Source: an optimization exercise on an open RTL-to-GDS flow (aim: small area, a short achievable clock period and few clock cycles per item). Production flows keep margins and buffers that such runs may drop. The RTL was checked by simulation tests, not by an equivalence proof against the original design. Power is estimated from default activity; no workload was simulated.

Setup of trial 58:
==> flow/design.v <==
`timescale 1ns / 1ps
package lpr_pkg;
  localparam int unsigned PAGE_W      = 16;
  localparam int unsigned IDX_OUT_W   = 4;
  localparam int unsigned STAMP_W     = 32;
  localparam int unsigned COUNT_W     = 32;
  localparam int unsigned CFG_W       = 5;
  localparam int unsigned FIELD_MAX   = 16;
  localparam int unsigned APB_DATA_W  = 32;
  localparam int unsigned APB_ADDR_W  = 3;
  localparam logic [STAMP_W-1:0] STAMP_MAX = '1;
  localparam logic [COUNT_W-1:0] COUNT_MAX = '1;
  localparam logic [CFG_W-1:0] FRAMES_IN_USE_RESET = 5'd4;
  typedef enum logic [0:0] {
    REG_FRAMES_IN_USE = 1'b0,
    REG_NONE          = 1'b1
  } reg_idx_t;
  typedef enum logic [2:0] {
    ST_IDLE  = 3'b001,
    ST_SCAN  = 3'b010,
    ST_WRITE = 3'b100
  } state_t;
endpackage
`timescale 1ns / 1ps
module lru_page_replacement #(
  parameter int unsigned FRAMES    = 16,
  parameter int unsigned PAGE_BITS = 16
) (
  input  logic                               clk,
  input  logic                               rst,
  input  logic                               req_valid,
  output logic                               req_ready,
  input  logic [lpr_pkg::PAGE_W-1:0]         req_page_number,
  output logic                               rsp_valid,
  input  logic                               rsp_ready,
  output logic                               rsp_hit,
  output logic [lpr_pkg::IDX_OUT_W-1:0]      rsp_frame_index,
  output logic                               rsp_evicted_valid,
  output logic [lpr_pkg::PAGE_W-1:0]         rsp_evicted_page,
  output logic [lpr_pkg::COUNT_W-1:0]        rsp_fault_count,
  output logic                               rsp_stamp_saturated,
  input  logic                               psel,
  input  logic                               penable,
  input  logic                               pwrite,
  input  logic [lpr_pkg::APB_ADDR_W-1:0]     paddr,
  input  logic [lpr_pkg::APB_DATA_W-1:0]     pwdata,
  output logic [lpr_pkg::APB_DATA_W-1:0]     prdata,
  output logic                               pready
);
  localparam int unsigned NF    = 16;
  localparam int unsigned NPAIR = NF * (NF - 1) / 2;
  function automatic integer pidx(input integer i, input integer j);
    pidx = i * NF - (i * (i + 1)) / 2 + (j - i - 1);
  endfunction
  logic [lpr_pkg::CFG_W-1:0] frames_in_use;
  logic                      cfg_write;
  assign pready    = 1'b1;
  assign cfg_write = psel && penable && pwrite && !paddr[2];
  always_ff @(posedge clk) begin
    if (rst)            frames_in_use <= lpr_pkg::FRAMES_IN_USE_RESET;
    else if (cfg_write) frames_in_use <= pwdata[lpr_pkg::CFG_W-1:0];
  end
  assign prdata = paddr[2] ? '0 : lpr_pkg::APB_DATA_W'(frames_in_use);
  logic [NF-1:0] active;
  always_comb begin
    for (int i = 0; i < NF; i++) begin
      active[i] = (i == 0) || (32'(frames_in_use) > i);
    end
  end
  logic                 hq_v;
  logic [PAGE_BITS-1:0] hq_page;
  logic                 proc, acc, busy;
  assign proc      = hq_v && (!rsp_valid || rsp_ready);
  assign req_ready = !busy || rsp_ready;
  assign acc       = req_valid && req_ready;
  always_ff @(posedge clk) begin
    if (rst) begin
      hq_v <= 1'b0;
      busy <= 1'b0;
    end else begin
      if (req_ready) hq_v <= req_valid;
      busy <= (req_ready ? req_valid : hq_v) && (proc || (rsp_valid && !rsp_ready));
    end
  end
  always_ff @(posedge clk) begin
    if (acc) begin
      hq_page <= req_page_number;
    end
  end
  logic [PAGE_BITS-1:0] page [NF];
  logic [NF-1:0]        valid;
  logic [NPAIR-1:0]     age;      
  logic [NF-1:0] match, first_hit, empty, first_empty, lru, victim, slot, use_slot;
  logic          hit, any_empty, fault;
  logic [PAGE_BITS-1:0] lru_page;
  always_comb begin
    logic seen;
    seen = 1'b0;
    for (int i = 0; i < NF; i++) begin
      match[i]     = valid[i] && active[i] && (page[i] == hq_page);
      first_hit[i] = match[i] && !seen;
      seen         = seen || match[i];
      empty[i]     = active[i] && !valid[i];
      if (i == 0) first_empty[i] = empty[i];
      else        first_empty[i] = empty[i] && valid[i-1];
    end
    hit       = |match;
    any_empty = |empty;
  end
  always_comb begin
    for (int i = 0; i < NF; i++) begin
      lru[i] = active[i];
      for (int j = 0; j < NF; j++) begin
        if (j < i)      lru[i] = lru[i] && !age[pidx(j, i)];
        else if (j > i) lru[i] = lru[i] && (!active[j] || age[pidx(i, j)]);
      end
    end
  end
  always_comb begin
    lru_page = '0;
    for (int i = 0; i < NF; i++) begin
      lru_page = lru_page | (lru[i] ? page[i] : '0);
    end
  end
  assign victim   = any_empty ? first_empty : lru;
  assign slot     = hit ? first_hit : victim;
  assign fault    = proc && !hit;
  assign use_slot = proc ? slot : '0;
  always_ff @(posedge clk) begin
    if (rst) begin
      valid <= '0;
    end else if (fault) begin
      valid <= valid | first_empty;    
    end
  end
  always_ff @(posedge clk) begin
    for (int i = 0; i < NF; i++) begin
      if (fault && victim[i]) page[i] <= hq_page;
    end
  end
  always_ff @(posedge clk) begin
    for (int i = 0; i < NF; i++) begin
      for (int j = i + 1; j < NF; j++) begin
        age[pidx(i, j)] <= use_slot[j] || (age[pidx(i, j)] && !use_slot[i]);
      end
    end
  end
  logic [lpr_pkg::STAMP_W-1:0] time_now;
  logic [lpr_pkg::COUNT_W-1:0] faults;
  logic [lpr_pkg::IDX_OUT_W-1:0] slot_idx;
  logic                        ev_valid;
  always_comb begin
    slot_idx = '0;
    for (int i = 0; i < NF; i++) begin
      if (slot[i]) slot_idx = slot_idx | lpr_pkg::IDX_OUT_W'(i);
    end
  end
  assign ev_valid = !hit && !any_empty;
  logic [lpr_pkg::STAMP_W-1:0] time_carry;
  logic [lpr_pkg::COUNT_W-1:0] fault_carry;
  logic                        time_inc, fault_inc;
  always_comb begin
    time_carry[0]  = 1'b1;
    fault_carry[0] = 1'b1;
    for (int k = 1; k < 32; k++) begin
      time_carry[k]  = time_carry[k-1] && time_now[k-1];
      fault_carry[k] = fault_carry[k-1] && faults[k-1];
    end
  end
  assign time_inc  = proc && !(time_carry[31] && time_now[31]);
  assign fault_inc = proc && !hit && !(fault_carry[31] && faults[31]);
  always_ff @(posedge clk) begin
    if (rst) begin
      time_now  <= '0;
      faults    <= '0;
      rsp_valid <= 1'b0;
    end else begin
      time_now  <= time_now ^ (time_carry & {lpr_pkg::STAMP_W{time_inc}});
      faults    <= faults ^ (fault_carry & {lpr_pkg::COUNT_W{fault_inc}});
      rsp_valid <= proc || (rsp_valid && !rsp_ready);
    end
  end
  assign rsp_fault_count     = faults;
  assign rsp_stamp_saturated = time_carry[lpr_pkg::STAMP_W-1] && time_now[lpr_pkg::STAMP_W-1];
  always_ff @(posedge clk) begin
    if (proc) begin
      rsp_hit             <= hit;
      rsp_frame_index     <= slot_idx;
      rsp_evicted_valid   <= ev_valid;
      rsp_evicted_page    <= ev_valid ? lru_page : '0;
    end
  end
endmodule
Settings: LEC_CHECK=0, CAP_MARGIN=20, CORE_MARGIN=2, CORE_UTILIZATION=60, CTS_CLUSTER_DIAMETER=100, CTS_CLUSTER_SIZE=25, SETUP_SLACK_MARGIN=5, SLEW_MARGIN=20; clock period 10.0 ns.
standard.sh (not shown) runs the stock make flow with config.mk's settings and CLKGATE_MAP_FILE= SYNTH_SCRIPT=/design/flow/synth_recipe.tcl, a recipe that flattens the netlist after the stock synthesis.
==> flow/flow/run.sh <==
#!/bin/bash
set -euo pipefail
bash standard.sh synth > synth.log 2>&1
bash standard.sh SETUP_SLACK_MARGIN=5.75 \
  "BUFFER_PORTS_ARGS=-buffer_cell sky130_fd_sc_hd__buf_1" finish > layout.log 2>&1
Testbench counts of trial 58, summed over its fixed seeds: cycles 9,696, items 9,600.
Modified inputs, trial 96 compared to trial 58
--- a/flow/design.v
+++ b/flow/design.v
@@ -111,8 +111,10 @@
     for (int i = 0; i < NF; i++) begin
       lru[i] = active[i];
       for (int j = 0; j < NF; j++) begin
-        if (j < i)      lru[i] = lru[i] && !age[pidx(j, i)];
-        else if (j > i) lru[i] = lru[i] && (!active[j] || age[pidx(i, j)]);
+        if (j != i) begin
+          if (i < j) lru[i] = lru[i] && (!active[j] || age[pidx(i, j)]);
+          else       lru[i] = lru[i] && (!active[j] || !age[pidx(j, i)]);
+        end
       end
     end
   end
@@ -130,7 +132,7 @@
     if (rst) begin
       valid <= '0;
     end else if (fault) begin
-      valid <= valid | first_empty;    
+      valid <= valid | victim;
     end
   end
   always_ff @(posedge clk) begin
@@ -180,14 +182,14 @@
       rsp_valid <= proc || (rsp_valid && !rsp_ready);
     end
   end
-  assign rsp_fault_count     = faults;
-  assign rsp_stamp_saturated = time_carry[lpr_pkg::STAMP_W-1] && time_now[lpr_pkg::STAMP_W-1];
+  assign rsp_fault_count = faults;
   always_ff @(posedge clk) begin
     if (proc) begin
       rsp_hit             <= hit;
       rsp_frame_index     <= slot_idx;
       rsp_evicted_valid   <= ev_valid;
       rsp_evicted_page    <= ev_valid ? lru_page : '0;
+      rsp_stamp_saturated <= &time_now[lpr_pkg::STAMP_W-1:1];
     end
   end
 endmodule
Results
Trial 96 vs trial 58: slew at the pin closest to its max-slew limit up in trial 96. Re number of ordinary inverters in the final layout: trial 58 was higher than trial 96. Per the comparison of trial 96 with trial 58, max-slew violation count saw little to no change; routed wire length up 9400 µm; smallest setup slack after layout climbed 0.021 ns; internal cell power shows no meaningful change. A worst setup path startpoint of paddr[2] is what trial 58 shows, while rsp_ready belongs to trial 96. Trial 96 against trial 58: overall die width shows an increase of about 0.5%; total power shows an increase of 0.95%; maximum number of pins on one net before global-route repair shows a reduction of 19; total routed wire length on the met1 layer shows an increase of 1500 µm; sequential share of layout area shows a reduction of 1.0 points.
Testbench counts of trial 96, summed over its fixed seeds: cycles 9,696, items 9,600.

==> static timing again, ports no longer ideal <==
In the flow no input, the clock included, has a driving cell. The finished layouts below were timed again as built, in two steps.
Step 1 sets driving cells, clkbuf_16 on the clock port and buf_2 on the other inputs (assumed; they add their load-dependent delay and slew).
Step 2 times the ports against the registers' clock, not the clock port: input delays grow and output delays shrink by t, the midpoint of the rising clock arrivals with the driver on.
a / b / c = no drivers / after step 1 / after step 2; a / b = the first two.
run | t, ns | setup slack, ns | worst register clock-pin slew, ns
trial 58 | 0.637 | 5.637 / 5.588 / 5.283 | 0.12 / 0.12
trial 96 | 0.655 | 5.658 / 5.621 / 5.414 | 0.11 / 0.11
After both steps every run listed still meets setup and hold. The setup slack of trial 58, which loses most, moves by -0.049 ns with the drivers and by -0.354 ns with both steps.
